What follows belongs to an exercise in optimizing a design on an open flow for small area; a production flow would make more cautious choices.
Function was checked by simulation only, so behaviour that the tests miss may differ from the original.
Power and IR drop assume default switching activity.

[flow/run.sh]
#!/bin/bash
# synth_recipe.tcl (not shown) runs the flow's synth.tcl, then flattens the netlist and writes it again
# the make line also repeats each setting of config.mk as NAME=value (left out here)
make -C /OpenROAD-flow-scripts/flow DESIGN_CONFIG=/design/flow/config.mk WORK_HOME=/design/flow/orfs CLKGATE_MAP_FILE= SYNTH_SCRIPT=/design/flow/synth_recipe.tcl finish
[flow/config.mk]
export PLATFORM = sky130hd
export DESIGN_NAME = reg_file
export DESIGN_NICKNAME = reg_file
export VERILOG_FILES = /design/flow/design.v
export SDC_FILE = /design/flow/constraint.sdc
export NUM_CORES = 4
export LEC_CHECK = 0
export CAP_MARGIN = 20
export CORE_MARGIN = 2
export CORE_UTILIZATION = 30
export SLEW_MARGIN = 20
export SYNTH_HIERARCHICAL = 1
[flow/constraint.sdc]
create_clock -name core_clock -period 8.0 [get_ports {clock}]
set_input_delay 1.6000 -clock core_clock [delete_from_list [all_inputs] [get_ports {clock}]]
set_output_delay 1.6000 -clock core_clock [all_outputs]
set_load 0.01 [all_outputs]
[flow/design.v]
module reg_file #(
  parameter int DATA_WIDTH = 32,
  parameter int ADDR_WIDTH = 5
) (
  input  logic                  clock,
  input  logic                  reset,
  input  logic                  regwrite,
  input  logic [ADDR_WIDTH-1:0] rr1,
  input  logic [ADDR_WIDTH-1:0] rr2,
  input  logic [ADDR_WIDTH-1:0] wr,
  input  logic [DATA_WIDTH-1:0] write_data,
  output logic [DATA_WIDTH-1:0] rdata1,
  output logic [DATA_WIDTH-1:0] rdata2
);
  localparam int NUM_REGS = 2 ** ADDR_WIDTH;
  logic [NUM_REGS-1:1][DATA_WIDTH-1:0] r_regs;
  logic [NUM_REGS-1:1]                 w_we;
  logic [NUM_REGS-1:1]                 w_sel1;
  logic [NUM_REGS-1:1]                 w_sel2;
  logic [DATA_WIDTH-1:0]               w_wdata;
  assign w_wdata = reset ? '0 : write_data;
  always_comb begin
    for (int i = 1; i < NUM_REGS; i++) begin
      w_we[i]   = reset || (regwrite && (wr == ADDR_WIDTH'(i)));
      w_sel1[i] = (rr1 == ADDR_WIDTH'(i));
      w_sel2[i] = (rr2 == ADDR_WIDTH'(i));
    end
  end
  always_ff @(posedge clock) begin
    for (int i = 1; i < NUM_REGS; i++) begin
      if (w_we[i]) r_regs[i] <= w_wdata;
    end
  end
  for (genvar b = 0; b < DATA_WIDTH; b++) begin : g_bit
    logic [NUM_REGS-1:1] w_col;
    for (genvar i = 1; i < NUM_REGS; i++) begin : g_col
      assign w_col[i] = r_regs[i][b];
    end
    reg_file_rd_bit u_rd1 (.sel(w_sel1), .d(w_col), .y(rdata1[b]));
    reg_file_rd_bit u_rd2 (.sel(w_sel2), .d(w_col), .y(rdata2[b]));
  end
endmodule
module reg_file_rd_bit (
  input  logic [31:1] sel,
  input  logic [31:1] d,
  output logic        y
);
  logic [10:0] w_g;   
  for (genvar k = 0; k < 10; k++) begin : g_grp
    reg_file_aoi222 u_aoi (
      .s0(sel[3*k+1]), .d0(d[3*k+1]),
      .s1(sel[3*k+2]), .d1(d[3*k+2]),
      .s2(sel[3*k+3]), .d2(d[3*k+3]),
      .y(w_g[k])
    );
  end
  assign w_g[10] = ~(sel[31] & d[31]);
  assign y = ~(&w_g);
endmodule
module reg_file_aoi222 (
  input  logic s0, d0, s1, d1, s2, d2,
  output logic y
);
  assign y = ~((s0 & d0) | (s1 & d1) | (s2 & d2));
endmodule
==> out/results.md, run 1 <==
| Stage | Item | This run |
|:---|:---|:---|
| run status | Result of the run | no timing/DRC/antenna violations |
| synthesis | Count of flip-flops with a built-in enable after synthesis | 992 |
| timing | Headroom to the max-slew limit | 0.220 |
| drt | Detail Route met2 WL | 67.7 mm |
| synthesis | Most used DFF post-synth | sky130_fd_sc_hd__edfxtp_1 |
| grt | Global-route wire length before repair | 214 mm |
| final layout | Sequential Area | 29800 um^2 |
| synthesis | Leading cell type by number of instances after synthesis | sky130_fd_sc_hd__edfxtp_1 |
| synthesis | Number of distinct standard cells referenced by the synthesized netlist | 24 |
| critical path | Worst-path cell with the longest stage delay | sky130_fd_sc_hd__nor2_4 |
| cts | Count of instances resized after the clock tree is built | 0 |
| synthesis | Number of flip-flops and latches in the synthesized netlist | 992 |
| synthesis | Largest cells by area after synthesis | sky130_fd_sc_hd__edfxtp_1, sky130_fd_sc_hd__a222oi_1, sky130_fd_sc_hd__nand4_1 |
| final layout | Largest registers in the final layout | r_regs x992 |
| synthesis | Count of synthesis-stage warnings from yosys | 7 |
| critical path | Worst endpoint data arrival time | 5.37 ns |
| critical path | Capturing instance or port of the critical path | rdata2[21] |
| placement | Placed Cells | 4027 |
| floorplan | Initial core utilization | 0.302 |
| final layout | Register with the most flip-flops | r_regs |
| cts | Clock tree from TritonCTS | built |
| grt | Largest net degree at the start of global routing | 64 |
| power | Power per standard cell area | 257 nW/um^2 |
| floorplan | Die ar. | 133000 um^2 |
| drt | Detailed-route via count | 29103 |
| critical path | Worst setup path category | input port to primary output |
| cts | Total number of H-tree levels | 3 |
| final layout | Number of flip-flops in the largest register | 992 |
| critical path | Launch point of the critical path | rr2[0] |
| critical path | Kind of start point of the critical path | input port |
| critical path | Crit path top cell by count | sky130_fd_sc_hd__clkdlybuf4s50_1 |
| drt | Routed length per placed instance | 37.1 um |
| timing | Number of pins with negative max-slew slack in the final report | 0 |
| synthesis | Post-synthesis net count | 2119 |
| final layout | Net total in the final layout | 2438 |
| power | Maximum VDD drop | 0.158 mV |
| cts | Root Driver | sky130_fd_sc_hd__clkbuf_16 |
| placement | Port Buffers | 113 |
| synthesis | Synth top cells by count | sky130_fd_sc_hd__edfxtp_1, sky130_fd_sc_hd__a222oi_1, sky130_fd_sc_hd__nand4_1 |
| cts | Count of buffers added by post-CTS timing repair for setup | 0 |
| floorplan | Std cell rows | 132 |
| drt | Total routed wirelength | 157 mm |
| timing | Share of the clock period used by the worst path after layout | 0.871 |
| critical path | Worst-path cell chain | clkdlybuf4s50_1 > or3b_1 > nor2_4 > buf_4 > a222oi_1 > nand2_1 > a2111o_1 > clkdlybuf4s50_1 |
| placement | Worst slack, placed | 1.17 ns |
| drt | Top layer reached by signal wires | met5 |
| synthesis | Yosys top cell area share | 0.764 |
| synthesis | Netlist Area Pre-Place | 39000 um^2 |
| timing | Worst slew pin tran | 1.17 ns |
| critical path | Critical path capture point type | primary output |
| drt | Met3 Wirelength | 25.0 mm |
| floorplan | Core footprint | 129000 um^2 |
| timing | RSZ-0062 raised after global routing | no |
| critical path | Slowest Stage Delay on Critical Path | 0.92 ns |
| timing | Post-route minimum period | 6.97 ns |
| synthesis | Instance count of the mapped netlist | 2069 |
| timing | Setup-violating endpoint count in the final report | 0 |
| placement | Detailed-placement wirelength estimate | 92.9 mm |
| timing | Final-layout setup total negative slack | 0 ns |
| timing | Fmax achieved | 144 MHz |
| synthesis | Dominant cell type by area after synthesis | sky130_fd_sc_hd__edfxtp_1 |
| hold path | Class of the tightest hold or removal check | input port to register |
| drt | Count of nets left with antenna violations after detail routing | 0 |
| cts | Clock-pin slew of the registers on the worst-case setup and hold paths | 0.06 ns |
| power | Leakage | 0.0153 uW |
| grt | Antenna violations before repair | 9 |
| floorplan | Die boundary height | 365 um |
| floorplan | I/O pin count | 114 |
| flow run | Max Cap Violations | 0 |
| drt | Initial DRC count | 7868 |
| grt | Total global routing track utilization | 0.227 |
| drt | WL met1 | 54.8 mm |
| placement | Placer's final routability congestion estimate | 0.876 |
| final layout | Fillcell total | 11748 |
| final layout | Fraction of final layout cells with drive strength greater than 1 | 0.161 |
| critical path | Crit path max fanout | 17 |
| final layout | Multi-input gate area | 9980 um^2 |
| drt | DRC violation count after routing | 0 |
| cts | Num CTS Buffers | 100 |
| critical path | Data required time of the critical path | 6.40 ns |
| grt | Via count of the first global-routing pass | 28473 |
| drt | Number of iterations in the first detailed-routing pass | 14 |
| final layout | Count of non-filler cells in the finished layout | 4222 |
| cts | Clock sink count | 992 |
| synthesis | Post-Synthesis Mean Instance Area | 18.9 um^2 |
| cts | Buffer depth of the longest clock path | 3 |
| synthesis | Post-synthesis async set-or-reset flop share | 0 |
| final layout | Utilization after layout | 0.368 |
| floorplan | Die span in x | 365 um |
| cts | CTS Hold Bufs | 0 |
| synthesis | Part of the Yosys area used for sequential elements | 0.764 |
| grt | Remaining global-route overflow | 0 |
| drt | Ratio of routed vias to standard cells | 6.89 |
| final layout | Area overhead of the layout relative to synthesis | 21.9% |
| timing | Post-route setup slack | 1.03 ns |
| timing | Fin. Hold Viols | 0 |
| timing | Worst hold-check slack | 1.75 ns |
cell families after synthesis:
family                 share of synthesized area
flip-flops                                 0.764
AO/OA/AOI/OAI                              0.189
AND/OR/NAND/NOR                           0.0461
buffers and inverters                    0.00160
cells in the final DEF, fill, tap and decap left out, types with 8 or more instances in the layout:
cell type,count
sky130_fd_sc_hd__o21bai_4,16
sky130_fd_sc_hd__nor2b_2,9
sky130_fd_sc_hd__buf_4,101
sky130_fd_sc_hd__a2111o_1,64
sky130_fd_sc_hd__clkbuf_1,18
sky130_fd_sc_hd__clkbuf_16,104
sky130_fd_sc_hd__edfxtp_1,992
sky130_fd_sc_hd__nor3_2,18
sky130_fd_sc_hd__a222oi_1,640
sky130_fd_sc_hd__a21o_2,11
sky130_fd_sc_hd__nand4_1,129
sky130_fd_sc_hd__clkinv_2,24
sky130_fd_sc_hd__diode_2,8
sky130_fd_sc_hd__nor2_4,42
sky130_fd_sc_hd__clkdlybuf4s50_1,112
sky130_fd_sc_hd__buf_12,17
sky130_fd_sc_hd__nand2_1,69
sky130_fd_sc_hd__bufinv_16,12
sky130_fd_sc_hd__nand2b_1,10
sky130_fd_sc_hd__nor2b_4,22
sky130_fd_sc_hd__clkinv_1,17
modules after synthesis, one instance, submodules excluded:
module           cells  copies in the design
reg_file_aoi222      1                   640
reg_file          1173                     1
reg_file_rd_bit      4                    64
worst min path at each step:
stage	to	start	cells after the start
global placement	r_regs[234]	write_data[10]	3
finish	r_regs[728]	write_data[24]	2
CTS	r_regs[234]	write_data[10]	3
floorplan	rdata1[0]	r_regs[960]	1
global route	r_regs[696]	write_data[24]	2
detailed placement	r_regs[232]	write_data[8]	2
layout make-up:
class,instances,share of cell area
Tap cell,1742,0.0458
Antenna cell,8,0.000421
Multi-Input combinational cell,1062,0.210
Timing Repair Buffer,232,0.0475
Clock buffer,122,0.0562
Sequential cell,992,0.626
Clock inverter,64,0.0138
worst max-delay path: cells and delay by family:
kind            cells  cell delay [ns]
compound gates      2             0.29
simple gates        3             1.61
buf+inv             3             1.85
per-layer routing:
metal  vias up  GRT usage
met5         -     0.0102
met4         6      0.121
met3       512     0.0800
met2      2878      0.339
met1     14631      0.287
li1      11076          -
power by group:
| part | switching, uW | internal, uW |
|---|---|---|
| sequential | 227 | 6230 |
| combinational | 651 | 332 |
| clock | 2000 | 2760 |
| total | 2880 | 9320 |
through the flow:
stage	instance area (um^2)	power [uW]
floorplan	39000	6890
global placement	44100	7450
detailed placement	44100	7510
CTS	47400	12200
global route	47500	12500
finish	47600	12200
==> run 2: changes to the inputs <==
==> flow/flow/run.sh (new file) <==
#!/bin/bash
# Standard ORFS layout with a leaner clock tree and minimum-size port buffers.
set -euo pipefail
export CTS_ARGS="-sink_clustering_enable -repair_clock_nets -dont_use_dummy_load -sink_buffer_max_cap_derate 1.0 -buf_list sky130_fd_sc_hd__clkbuf_16 -sink_clustering_size 30 -sink_clustering_max_diameter 60"
export BUFFER_PORTS_ARGS="-buffer_cell sky130_fd_sc_hd__buf_1"
mkdir -p saved
cp standard.sh config.mk saved/ 2>/dev/null || true
bash standard.sh > standard.log 2>&1
==> flow/standard.sh (new file) <==
#!/bin/bash
# synth_recipe.tcl (not shown) runs the flow's synth.tcl, then flattens the netlist and writes it again
# the make line also repeats each setting of config.mk as NAME=value (left out here)
make -C /OpenROAD-flow-scripts/flow DESIGN_CONFIG=/design/flow/config.mk WORK_HOME=/design/flow/orfs CLKGATE_MAP_FILE= SYNTH_SCRIPT=/design/flow/synth_recipe.tcl "${@:-finish}"
removed: flow/run.sh
==> run 2 against run 1 <==
Effect of this change: die area is the same; synthesized cell count is the same; worst hold slack lost 0.31 ns; still clean; largest power group unchanged; setup slack gained 0.49 ns; sequential share of layout area grew 3.5 points; global-route usage shrank 0.12 points.
==> out/results.md, run 2 <==
| Stage | Item | This run |
|:---|:---|:---|
| synthesis | Number of flip-flops and latches in the synthesized netlist | 992 |
| power | Sequential group share of total power | 0.617 |
| cts | Clock sink count | 992 |
| grt | Antenna violations before repair | 11 |
| power | Net switching fraction of the power | 0.241 |
| hold path | Class of the tightest hold or removal check | input port to register |
| synthesis | Yosys top cell area share | 0.764 |
| final layout | Total inserted antenna cells | 0 |
| flow run | Max Cap Violations | 0 |
| drt | Number of iterations in the first detailed-routing pass | 17 |
| power | Clock share of power | 0.298 |
| drt | DRC violation count after routing | 0 |
| placement | Port Buffers | 113 |
| critical path | Slowest Stage Delay on Critical Path | 0.91 ns |
| synthesis | Post-synthesis net count | 2119 |
| final layout | Net total in the final layout | 2395 |
| floorplan | Die span in x | 365 um |
| timing | RSZ-0062 raised after global routing | no |
| critical path | Delay-heaviest family, CP | simple AND/OR/NAND/NOR gates |
| grt | Via count of the first global-routing pass | 26947 |
| floorplan | Core footprint | 129000 um^2 |
| synthesis | Most used DFF post-synth | sky130_fd_sc_hd__edfxtp_1 |
| power | Maximum VDD drop | 0.153 mV |
| critical path | Data required time of the critical path | 6.40 ns |
| synthesis | Leading cell type by number of instances after synthesis | sky130_fd_sc_hd__edfxtp_1 |
| grt | Remaining global-route overflow | 0 |
| critical path | Critical path capture point type | primary output |
| final layout | Leading cell type in the layout, fill and taps excluded | sky130_fd_sc_hd__edfxtp_1 |
| critical path | Worst setup path category | input port to primary output |
| critical path | Crit path max fanout | 18 |
| timing | Setup-violating endpoint count in the final report | 0 |
| cts | CTS Hold Bufs | 0 |
| grt | Global-route wire length before repair | 211 mm |
| drt | Routed length per placed instance | 38.1 um |
| critical path | Worst-path cell with the longest stage delay | sky130_fd_sc_hd__nor2_4 |
| power | Power per standard cell area | 232 nW/um^2 |
| timing | Post-route minimum period | 6.48 ns |
| run status | Result of the run | no timing/DRC/antenna violations |
| power | Net switching power figure | 2520 uW |
| floorplan | Die ar. | 133000 um^2 |
| floorplan | Std cell rows | 132 |
| grt | Largest net degree at the start of global routing | 41 |
| timing | Share of the clock period used by the worst path after layout | 0.810 |
| timing | Worst slew pin tran | 1.22 ns |
| synthesis | Synth top cells by count | sky130_fd_sc_hd__edfxtp_1, sky130_fd_sc_hd__a222oi_1, sky130_fd_sc_hd__nand4_1 |
| floorplan | Initial core utilization | 0.302 |
| synthesis | Dominant cell type by area after synthesis | sky130_fd_sc_hd__edfxtp_1 |
| cts | Num CTS Buffers | 66 |
| timing | Number of pins with negative max-slew slack in the final report | 0 |
| synthesis | Count of synthesis-stage warnings from yosys | 7 |
| placement | Post-placement cell area | 43100 um^2 |
| critical path | WP buf/inv | 3 |
| cts | Total number of H-tree levels | 3 |
| placement | Placer's final routability congestion estimate | 0.866 |
| grt | Total global routing track utilization | 0.226 |
| timing | Final-layout setup total negative slack | 0 ns |
| final layout | Post-route design area | 45000 um^2 |
| synthesis | Instance count of the mapped netlist | 2069 |
| final layout | Number of flip-flops in the largest register | 992 |
| cts | Clock tree from TritonCTS | built |
| final layout | Largest registers in the final layout | r_regs x992 |
| power | Internal Pwr Total | 7920 uW |
| floorplan | Die boundary height | 365 um |
| critical path | Worst-path cell chain | buf_1 > nand3b_1 > nor2_4 > buf_4 > a222oi_1 > nand4_1 > a2111o_1 > buf_1 |
| floorplan | I/O pin count | 114 |
| final layout | Register with the most flip-flops | r_regs |
| critical path | Worst endpoint data arrival time | 4.88 ns |
| cts | Count of instances resized after the clock tree is built | 0 |
| power | Comb power frac | 0.085 |
| cts | Root Driver | sky130_fd_sc_hd__clkbuf_16 |
| final layout | Area overhead of the layout relative to synthesis | 15.5% |
| drt | Total routed wirelength | 156 mm |
| synthesis | Part of the Yosys area used for sequential elements | 0.764 |
| final layout | Commonest cells after routing, fill and taps aside | sky130_fd_sc_hd__edfxtp_1, sky130_fd_sc_hd__a222oi_1, sky130_fd_sc_hd__nand4_1, sky130_fd_sc_hd__buf_1, sky130_fd_sc_hd__buf_4 |
| timing | Fmax achieved | 154 MHz |
| drt | Count of nets left with antenna violations after detail routing | 0 |
| placement | Detailed-placement wirelength estimate | 90.5 mm |
| synthesis | Netlist Area Pre-Place | 39000 um^2 |
| synthesis | Post-synthesis async set-or-reset flop share | 0 |
| critical path | Crit path top cell by count | sky130_fd_sc_hd__buf_1 |
| drt | Ratio of routed vias to standard cells | 6.95 |
| cts | Clock-pin slew of the registers on the worst-case setup and hold paths | 0.07 ns |
| synthesis | Number of distinct standard cells referenced by the synthesized netlist | 24 |
| timing | Headroom to the max-slew limit | 0.184 |
| synthesis | Count of flip-flops with a built-in enable after synthesis | 992 |
| final layout | Fraction of final layout cells with drive strength greater than 1 | 0.129 |
| synthesis | Post-Synthesis Mean Instance Area | 18.9 um^2 |
| timing | Fin. Hold Viols | 0 |
| cts | Buffer depth of the longest clock path | 3 |
| synthesis | Largest cells by area after synthesis | sky130_fd_sc_hd__edfxtp_1, sky130_fd_sc_hd__a222oi_1, sky130_fd_sc_hd__nand4_1 |
| power | Leakage | 0.0141 uW |
| drt | Initial DRC count | 7422 |
| cts | Count of buffers added by post-CTS timing repair for setup | 0 |
| drt | Detailed-route via count | 28394 |
| critical path | Kind of start point of the critical path | input port |
## run 2: Yosys stat by module (local to each module, per instance)
module | cells inside | cell area (um^2) | times used
reg_file_rd_bit | 4 | 27.5 | 64
reg_file | 1173 | 30800 | 1
reg_file_aoi222 | 1 | 10.0 | 640
## run 2: layer usage
metal | vias to the layer above | share of wire | GRT usage
li1 | 10880 | - | -
met1 | 14364 | 0.35 | 0.295
met2 | 2649 | 0.44 | 0.342
met3 | 481 | 0.16 | 0.0685
met4 | 20 | 0.056 | 0.108
met5 | - | 0.00068 | 0
## run 2: cell type report
cell class	count	area (um^2)
clock buffer	66	1650
sequential	992	29800
tap	1742	2180
multi-input combinational	1062	10000
timing repair buffer	223	1430
fill	12094	84300
## run 2: kinds of logic (layout without fill, tap and decap cells)
family          count (synthesis)  after routing  share of synthesized area
flops                         992            992                      0.764
compound gates                735            735                      0.189
simple gates                  327            327                     0.0461
buf+inv                        15            289                    0.00160
## run 2: path summary, 6_finish.rpt
check	start	to	slack, ns	cells past startpoint
setup / recovery	rr2[0]	rdata2[29]	1.52	8
hold / removal	write_data[15]	r_regs[431]	1.44	2
## run 2: power groups by stage
stage,clock (uW),sequential [uW],combinational (uW)
after global placement,0,6510,861
after global routing,3300,6480,923
after CTS,3120,6430,873
final,3100,6440,890
after floorplan,0,6480,409
after detailed placement,0,6540,871
## run 2: stage by stage
step / instances / setup slack [ns] / hold WS [ns] / util / power, uW
6_report: 4085 / 1.52 / 1.44 / 0.348 / 10400
5_1_grt: 4085 / 1.50 / 1.45 / 0.348 / 10700
4_1_cts: 4080 / 1.70 / 1.46 / 0.346 / 10400
3_5_place_dp: 4014 / 1.71 / 2.14 / 0.334 / 7410
3_3_place_gp: 4010 / 1.74 / 2.21 / 0.333 / 7380
2_1_floorplan: 2069 / 2.23 / 2.09 / - / 6890
==> run 3: changes to the inputs <==
==> flow/flow/run.sh (replaced) <==
#!/bin/bash
# Standard ORFS layout with a leaner clock tree, minimum-size port buffers and a
# greedy downsizing pass after global routing (flow/post_grt.tcl).
set -euo pipefail
export CTS_ARGS="-sink_clustering_enable -repair_clock_nets -dont_use_dummy_load -sink_buffer_max_cap_derate 1.0 -buf_list sky130_fd_sc_hd__clkbuf_16 -sink_clustering_size 30 -sink_clustering_max_diameter 60"
export BUFFER_PORTS_ARGS="-buffer_cell sky130_fd_sc_hd__buf_1"
export POST_GLOBAL_ROUTE_TCL="$PWD/flow/post_grt.tcl"
bash standard.sh > standard.log 2>&1
==> flow/flow/downsize.tcl (new file) <==
# Greedy area recovery: give each logic cell the smallest drive strength of its own
# family that keeps every pin's slew and load within 80% of the library limits and
# leaves setup and hold slack above a margin. Flip-flops and clock buffers are left alone.
proc ds_ok {} {
  if {[sta::max_slew_check_slack_limit] < 0.2} { return 0 }
  if {[sta::max_capacitance_check_slack_limit] < 0.2} { return 0 }
  if {[sta::worst_slack_cmd max] < 0.5e-9} { return 0 }
  if {[sta::worst_slack_cmd min] < 0.2e-9} { return 0 }
  return 1
}
proc ds_run {} {
  set lib_cells {}
  foreach lc [get_lib_cells */*] { dict set lib_cells [get_name $lc] [get_property $lc area] }
  set saved 0.0
  set n 0
  if {![ds_ok]} { puts "downsize: design does not meet the margins to start with; skipped"; return }
  foreach inst [get_cells *] {
    set ref [get_property $inst ref_name]
    if {![regexp {^(sky130_fd_sc_hd__(buf|inv|nor|nand|and|or|a|o|x|mux|clkinv)\w*)_(\d+)$} $ref -> fam]} { continue }
    if {[regexp {dfxtp|edfxtp|tap|fill|decap|clkbuf|clkdly|conb|diode} $ref]} { continue }
    set cur [dict get $lib_cells $ref]
    set cands {}
    dict for {name area} $lib_cells {
      if {[regexp "^${fam}_(\\d+)\$" $name] && $area < $cur} { lappend cands [list $name $area] }
    }
    set cands [lsort -real -index 1 $cands]
    set iname [get_full_name $inst]
    foreach c $cands {
      replace_cell $iname [lindex $c 0]
      if {[ds_ok]} {
        set saved [expr {$saved + $cur - [lindex $c 1]}]
        incr n
        break
      }
      replace_cell $iname $ref
    }
  }
  puts [format "downsize: %d cells resized, %.1f um2 saved" $n $saved]
}

# Clock buffers: smallest clkbuf whose sinks all keep a slew below ds_clk_slew_limit (ns),
# with the timing margins above still met.
set ds_clk_slew_limit 0.105
proc ds_clk_sinks_ok {iname} {
  global ds_clk_slew_limit
  set net [get_nets -of_objects [get_pins $iname/X]]
  foreach p [get_pins -of_objects $net] {
    if {[get_property $p direction] != "input"} { continue }
    if {[get_property $p slew_max] > $ds_clk_slew_limit} { return 0 }
  }
  return 1
}
proc ds_clk_run {} {
  set lib_cells {}
  foreach lc [get_lib_cells */sky130_fd_sc_hd__clkbuf_*] { dict set lib_cells [get_name $lc] [get_property $lc area] }
  set saved 0.0
  set n 0
  foreach inst [get_cells *] {
    set ref [get_property $inst ref_name]
    if {![regexp {^sky130_fd_sc_hd__clkbuf_\d+$} $ref]} { continue }
    set iname [get_full_name $inst]
    if {![ds_clk_sinks_ok $iname]} { continue }
    set cur [dict get $lib_cells $ref]
    set cands {}
    dict for {name area} $lib_cells { if {$area < $cur} { lappend cands [list $name $area] } }
    set cands [lsort -real -index 1 $cands]
    foreach c $cands {
      replace_cell $iname [lindex $c 0]
      if {[ds_clk_sinks_ok $iname] && [ds_ok]} {
        set saved [expr {$saved + $cur - [lindex $c 1]}]
        incr n
        break
      }
      replace_cell $iname $ref
    }
  }
  puts [format "downsize: %d clock buffers resized, %.1f um2 saved" $n $saved]
}
==> flow/flow/post_grt.tcl (new file) <==
# Sourced by ORFS at the end of global routing (POST_GLOBAL_ROUTE_TCL): area recovery,
# then the changed nets are routed again and the route guides rewritten.
source [file join [file dirname [info script]] downsize.tcl]
global_route -start_incremental
ds_run
ds_clk_run
global_route -end_incremental
estimate_parasitics -global_routing
puts "after area recovery: slew slack [sta::max_slew_check_slack_limit] cap slack [sta::max_capacitance_check_slack_limit] setup [sta::worst_slack_cmd max] hold [sta::worst_slack_cmd min]"
report_design_area
write_guides $::env(RESULTS_DIR)/route.guide
==> run 3 against run 2 <==
Effect of this change: synthesized cell count is the same; synthesized area is the same; the flow now stops in 5_1_grt.
==> out/results.md, run 3 <==
| Stage | Item | This run |
|:---|:---|:---|
| run status | Result of the run | aborted with a tool error |
| run status | Stage at which the flow ended | 5_1_grt |
| run status | First error message | Error: global_route.tcl, 121 can't read "ds_clk_slew_limit": no such variable |
| cts | CTS Hold Bufs | 0 |
| floorplan | I/O pin count | 114 |
| floorplan | Die boundary height | 365 um |
| cts | Clock sink count | 992 |
| placement | Placer's final routability congestion estimate | 0.866 |
| synthesis | Dominant cell type by area after synthesis | sky130_fd_sc_hd__edfxtp_1 |
| synthesis | Count of synthesis-stage warnings from yosys | 7 |
| grt | Antenna violations before repair | 11 |
| cts | Buffer depth of the longest clock path | 3 |
| synthesis | Number of flip-flops and latches in the synthesized netlist | 992 |
| synthesis | Post-synthesis async set-or-reset flop share | 0 |
| floorplan | Die span in x | 365 um |
| cts | Num CTS Buffers | 66 |
| synthesis | Post-Synthesis Mean Instance Area | 18.9 um^2 |
| synthesis | Count of flip-flops with a built-in enable after synthesis | 992 |
| cts | Count of instances resized after the clock tree is built | 0 |
| synthesis | Largest cells by area after synthesis | sky130_fd_sc_hd__edfxtp_1, sky130_fd_sc_hd__a222oi_1, sky130_fd_sc_hd__nand4_1 |
| cts | Total number of H-tree levels | 3 |
| synthesis | Netlist Area Pre-Place | 39000 um^2 |
| placement | Placed Cells | 4014 |
| synthesis | Yosys top cell area share | 0.764 |
| synthesis | Post-synthesis net count | 2119 |
| floorplan | Std cell rows | 132 |
| synthesis | Number of distinct standard cells referenced by the synthesized netlist | 24 |
| placement | Post-placement cell area | 43100 um^2 |
| placement | Port Buffers | 113 |
| placement | Detailed-placement wirelength estimate | 90.5 mm |
| synthesis | Most used DFF post-synth | sky130_fd_sc_hd__edfxtp_1 |
| placement | Worst slack, placed | 1.71 ns |
| cts | Root Driver | sky130_fd_sc_hd__clkbuf_16 |
| synthesis | Synth top cells by count | sky130_fd_sc_hd__edfxtp_1, sky130_fd_sc_hd__a222oi_1, sky130_fd_sc_hd__nand4_1 |
| floorplan | Initial core utilization | 0.302 |
| synthesis | Leading cell type by number of instances after synthesis | sky130_fd_sc_hd__edfxtp_1 |
| synthesis | Part of the Yosys area used for sequential elements | 0.764 |
| synthesis | Instance count of the mapped netlist | 2069 |
| cts | Count of buffers added by post-CTS timing repair for setup | 0 |
| grt | Largest net degree at the start of global routing | 41 |
[run 3: cell counts after synthesis]
No cell type changed its count.
[run 3: worst max path at each step]
| stage | end | cells after the start | slack [ns] | start |
|---|---|---|---|---|
| after floorplan | rdata1[0] | 6 | 2.23 | rr1[3] |
| after global placement | rdata2[2] | 8 | 1.74 | rr2[0] |
| after detailed placement | rdata2[29] | 8 | 1.71 | rr2[0] |
| after CTS | rdata2[29] | 8 | 1.70 | rr2[0] |
[run 3: per-stage QoR]
step                      power, uW  utilization  hold slack [ns]
after global placement         7380        0.333             2.21
after detailed placement       7410        0.334             2.14
after CTS                     10400        0.346             1.46
after floorplan                6890            -             2.09
[run 3: Yosys stat by module (local to each module, per instance)]
module	flip-flops and latches	cells
reg_file_aoi222	0	1
reg_file_rd_bit	0	4
reg_file	992	1173
[run 3: cells by family after synthesis]
logic type | after synthesis | synth area share
AOI/OAI and AO/OA | 735 | 0.189
DFF | 992 | 0.764
buffers and inverters | 15 | 0.00160
and+or+nand+nor | 327 | 0.0461
[run 3: power groups by stage]
| stage | registers [uW] | clock network, uW | logic, uW |
|---|---|---|---|
| detailed placement | 6540 | 0 | 871 |
| global placement | 6510 | 0 | 861 |
| CTS | 6430 | 3120 | 873 |
| floorplan | 6480 | 0 | 409 |
==> run 4: changes to the inputs <==
--- a/flow/flow/downsize.tcl
+++ b/flow/flow/downsize.tcl
@@ -40,13 +40,13 @@
 
 # Clock buffers: smallest clkbuf whose sinks all keep a slew below ds_clk_slew_limit (ns),
 # with the timing margins above still met.
-set ds_clk_slew_limit 0.105
+set ::ds_clk_slew_limit 0.105
 proc ds_clk_sinks_ok {iname} {
-  global ds_clk_slew_limit
+
   set net [get_nets -of_objects [get_pins $iname/X]]
   foreach p [get_pins -of_objects $net] {
     if {[get_property $p direction] != "input"} { continue }
-    if {[get_property $p slew_max] > $ds_clk_slew_limit} { return 0 }
+    if {[get_property $p slew_max] > $::ds_clk_slew_limit} { return 0 }
   }
   return 1
 }
--- a/flow/flow/post_grt.tcl
+++ b/flow/flow/post_grt.tcl
@@ -5,6 +5,10 @@
 ds_run
 ds_clk_run
 global_route -end_incremental
+if {[info exists ::env(MAX_REPAIR_ANTENNAS_ITER_GRT)] && $::env(MAX_REPAIR_ANTENNAS_ITER_GRT) ne ""} {
+  repair_antennas -iterations $::env(MAX_REPAIR_ANTENNAS_ITER_GRT)
+  check_antennas
+}
 estimate_parasitics -global_routing
 puts "after area recovery: slew slack [sta::max_slew_check_slack_limit] cap slack [sta::max_capacitance_check_slack_limit] setup [sta::worst_slack_cmd max] hold [sta::worst_slack_cmd min]"
 report_design_area
==> run 4 against run 3 <==
Effect of this change: synthesized area unchanged; synthesized cell count did not move; now clean on timing, DRC and antenna.
==> out/results.md, run 4 <==
| Stage | Item | This run |
|:---|:---|:---|
| placement | Port Buffers | 113 |
| synthesis | Dominant cell type by area after synthesis | sky130_fd_sc_hd__edfxtp_1 |
| drt | Total routed wirelength | 155 mm |
| synthesis | Synthesized-area fraction occupied by xor and xnor cells | 0 |
| final layout | Commonest cells after routing, fill and taps aside | sky130_fd_sc_hd__edfxtp_1, sky130_fd_sc_hd__a222oi_1, sky130_fd_sc_hd__buf_1, sky130_fd_sc_hd__nand4_1 |
| cts | Buffer depth of the longest clock path | 3 |
| timing | Headroom to the max-slew limit | 0.0393 |
| synthesis | Number of distinct standard cells referenced by the synthesized netlist | 24 |
| hold path | Class of the tightest hold or removal check | input port to register |
| drt | DRC violation count after routing | 0 |
| drt | Ratio of routed vias to standard cells | 6.94 |
| critical path | Capturing instance or port of the critical path | rdata2[29] |
| final layout | Leading cell type in the layout, fill and taps excluded | sky130_fd_sc_hd__edfxtp_1 |
| floorplan | Die boundary height | 365 um |
| synthesis | Post-Synthesis Mean Instance Area | 18.9 um^2 |
| timing | Share of the clock period used by the worst path after layout | 0.862 |
| timing | Worst slew pin tran | 1.44 ns |
| final layout | Largest registers in the final layout | r_regs x992 |
| floorplan | Die ar. | 133000 um^2 |
| critical path | Crit path max fanout | 20 |
| synthesis | Count of flip-flops with a built-in enable after synthesis | 992 |
| floorplan | Std cell rows | 132 |
| grt | Total global routing track utilization | 0.226 |
| floorplan | Core footprint | 129000 um^2 |
| placement | Worst slack, placed | 1.71 ns |
| critical path | Worst endpoint data arrival time | 5.30 ns |
| synthesis | Combinational family with the most area after synthesis | compound AO/OA/AOI/OAI gates |
| placement | Placer's final routability congestion estimate | 0.866 |
| final layout | Count of non-filler cells in the finished layout | 4089 |
| power | Leakage | 0.0138 uW |
| final layout | Number of flip-flops in the largest register | 992 |
| synthesis | Yosys top cell area share | 0.764 |
| drt | Routed length per placed instance | 38.0 um |
| timing | Fin. Hold Viols | 0 |
| synthesis | Simple-gate portion of the synthesized area | 0.0461 |
| drt | Number of iterations in the first detailed-routing pass | 13 |
| synthesis | Instance count of the mapped netlist | 2069 |
| critical path | Critical path capture point type | primary output |
| critical path | Data required time of the critical path | 6.40 ns |
| final layout | Net total in the final layout | 2395 |
| grt | Antenna violations before repair | 11 |
| timing | Number of pins with negative max-slew slack in the final report | 0 |
| cts | Count of buffers added by post-CTS timing repair for setup | 0 |
| drt | Count of nets left with antenna violations after detail routing | 0 |
| timing | Fmax achieved | 145 MHz |
| floorplan | Die span in x | 365 um |
| hold path | Worst min-delay path startpoint | write_data[28] |
| synthesis | Post-synthesis async set-or-reset flop share | 0 |
| power | Power per standard cell area | 230 nW/um^2 |
| critical path | Stages on worst setup path | 8 |
| critical path | Kind of start point of the critical path | input port |
| floorplan | Initial core utilization | 0.302 |
| synthesis | Count of synthesis-stage warnings from yosys | 7 |
| cts | Clock tree from TritonCTS | built |
| critical path | Worst-path cell chain | buf_1 > or3b_1 > nor2_2 > buf_2 > a222oi_1 > nand4_1 > a2111o_1 > buf_1 |
| synthesis | Synth top cells by count | sky130_fd_sc_hd__edfxtp_1, sky130_fd_sc_hd__a222oi_1, sky130_fd_sc_hd__nand4_1 |
| cts | Num CTS Buffers | 66 |
| flow run | Max Cap Violations | 0 |
| grt | Remaining global-route overflow | 0 |
| cts | Clock sink count | 992 |
| timing | Post-route setup slack | 1.10 ns |
| cts | CTS Hold Bufs | 0 |
| grt | Global-route wire length before repair | 211 mm |
| synthesis | Mux cell area share after synthesis | 0 |
| run status | Result of the run | no timing/DRC/antenna violations |
| critical path | Worst-path cell with the longest stage delay | sky130_fd_sc_hd__nor2_2 |
| critical path | Delay-heaviest family, CP | simple AND/OR/NAND/NOR gates |
| cts | Count of instances resized after the clock tree is built | 0 |
| synthesis | Synth Area in Compound Gates | 0.189 |
| placement | Placed Cells | 4014 |
| synthesis | Number of flip-flops and latches in the synthesized netlist | 992 |
| critical path | Slowest Stage Delay on Critical Path | 0.87 ns |
| final layout | Area overhead of the layout relative to synthesis | 12.8% |
| power | Maximum VDD drop | 0.138 mV |
| timing | Setup-violating endpoint count in the final report | 0 |
| floorplan | I/O pin count | 114 |
| grt | Via count of the first global-routing pass | 26947 |
| final layout | Register with the most flip-flops | r_regs |
| timing | Post-route minimum period | 6.90 ns |
| placement | Detailed-placement wirelength estimate | 90.5 mm |
| cts | Root Driver | sky130_fd_sc_hd__clkbuf_16 |
| critical path | Launch point of the critical path | rr2[0] |
| synthesis | Most used DFF post-synth | sky130_fd_sc_hd__edfxtp_1 |
| drt | Initial DRC count | 7516 |
| synthesis | Leading cell type by number of instances after synthesis | sky130_fd_sc_hd__edfxtp_1 |
| critical path | WP buf/inv | 3 |
| synthesis | Largest cells by area after synthesis | sky130_fd_sc_hd__edfxtp_1, sky130_fd_sc_hd__a222oi_1, sky130_fd_sc_hd__nand4_1 |
| final layout | Fraction of final layout cells with drive strength greater than 1 | 0.0986 |
| critical path | Worst setup path category | input port to primary output |
| timing | Final-layout setup total negative slack | 0 ns |
| synthesis | Netlist Area Pre-Place | 39000 um^2 |
| cts | Total number of H-tree levels | 3 |
| cts | Clock-pin slew of the registers on the worst-case setup and hold paths | 0.09 ns |
| drt | Detailed-route via count | 28364 |
| synthesis | Part of the Yosys area used for sequential elements | 0.764 |
| final layout | Fillcell total | 12271 |
| critical path | Crit path top cell by count | sky130_fd_sc_hd__buf_1 |
| synthesis | Fraction of the mapped netlist area in adder cells | 0 |
| grt | Largest net degree at the start of global routing | 41 |
| synthesis | Post-synthesis net count | 2119 |
run 4: cell families after synthesis:
family | after synthesis
flip-flops | 992
buffers and inverters | 15
AO/OA/AOI/OAI | 735
AND/OR/NAND/NOR | 327
run 4: power by group:
part	total, uW	leakage, uW	internal (uW)	switching (uW)
Combinational	866	0.00350	216	650
Sequential	6440	0.00959	6220	218
Clock	2810	0.000687	1200	1610
run 4: worst min-delay path by stage:
stage / to / slack (ns) / cells past startpoint
2_1_floorplan: rdata1[0] / 2.09 / 1
3_3_place_gp: r_regs[111] / 2.21 / 2
3_5_place_dp: r_regs[227] / 2.14 / 2
4_1_cts: r_regs[963] / 1.46 / 2
6_report: r_regs[156] / 1.42 / 2
run 4: metal layers:
layer | track usage | wire, um | up-vias
met5 | 0 | 124 | -
met4 | 0.108 | 8330 | 20
met3 | 0.0685 | 24300 | 435
met2 | 0.342 | 68000 | 2628
met1 | 0.295 | 54600 | 14396
li1 | - | - | 10885
run 4: metrics by stage:
| stage | instance area (um^2) | total power [uW] | util | hold slack (ns) |
|---|---|---|---|---|
| after floorplan | 39000 | 6890 | - | 2.09 |
| after global placement | 43000 | 7380 | 0.333 | 2.21 |
| after detailed placement | 43100 | 7410 | 0.334 | 2.14 |
| after CTS | 44800 | 10400 | 0.346 | 1.46 |
| final | 44000 | 10100 | 0.340 | 1.42 |
run 4: final cells by class:
class	count	area (um^2)	share of cell area
Multi-Input combinational cell	1062	9670	0.220
Timing Repair Buffer	223	987	0.0224
Sequential cell	992	29800	0.677
Clock buffer	66	1370	0.0312
Tap cell	1742	2180	0.0495
Antenna cell	4	10.0	0.000227
run 4: Yosys stat by module (local to each module, per instance):
module           copies in the design  flops+latches  area (um^2)  cells
reg_file                            1            992        30800   1173
reg_file_aoi222                   640              0         10.0      1
reg_file_rd_bit                    64              0         27.5      4

[afterwards: timing with drivers on the ports]
The results above use ideal ports. As a check the final layouts listed here were re-extracted and re-timed, cells and wires unchanged. Step 1 (the two cells are an assumption about what drives the block):
set clk [get_ports {clock}]
set_driving_cell -lib_cell sky130_fd_sc_hd__clkbuf_16 $clk
set_driving_cell -lib_cell sky130_fd_sc_hd__buf_2 [delete_from_list [all_inputs] $clk]
Step 2 also shifts input and output timing later by t, the mid clock arrival at the registers, as if the neighbouring blocks saw the same clock. Three values: no drivers, after step 1, after step 2; two values: the first two.
run	t, ns	slack for setup (ns)	slew at the worst register clock pin (ns)	worst data-port slew with drivers (ns)	cell pins on the clock port's net
run 1	0.748	1.032 / 0.901 / 0.901	0.06 / 0.06	0.15	1
run 2	0.700	1.523 / 1.422 / 1.422	0.11 / 0.11	0.13	1
run 4	0.720	1.105 / 1.009 / 1.009	0.11 / 0.11	0.11	1
After both steps every run listed still meets setup and hold. The setup slack of run 1, which loses most, moves by -0.131 ns with the drivers and by -0.131 ns with both steps.
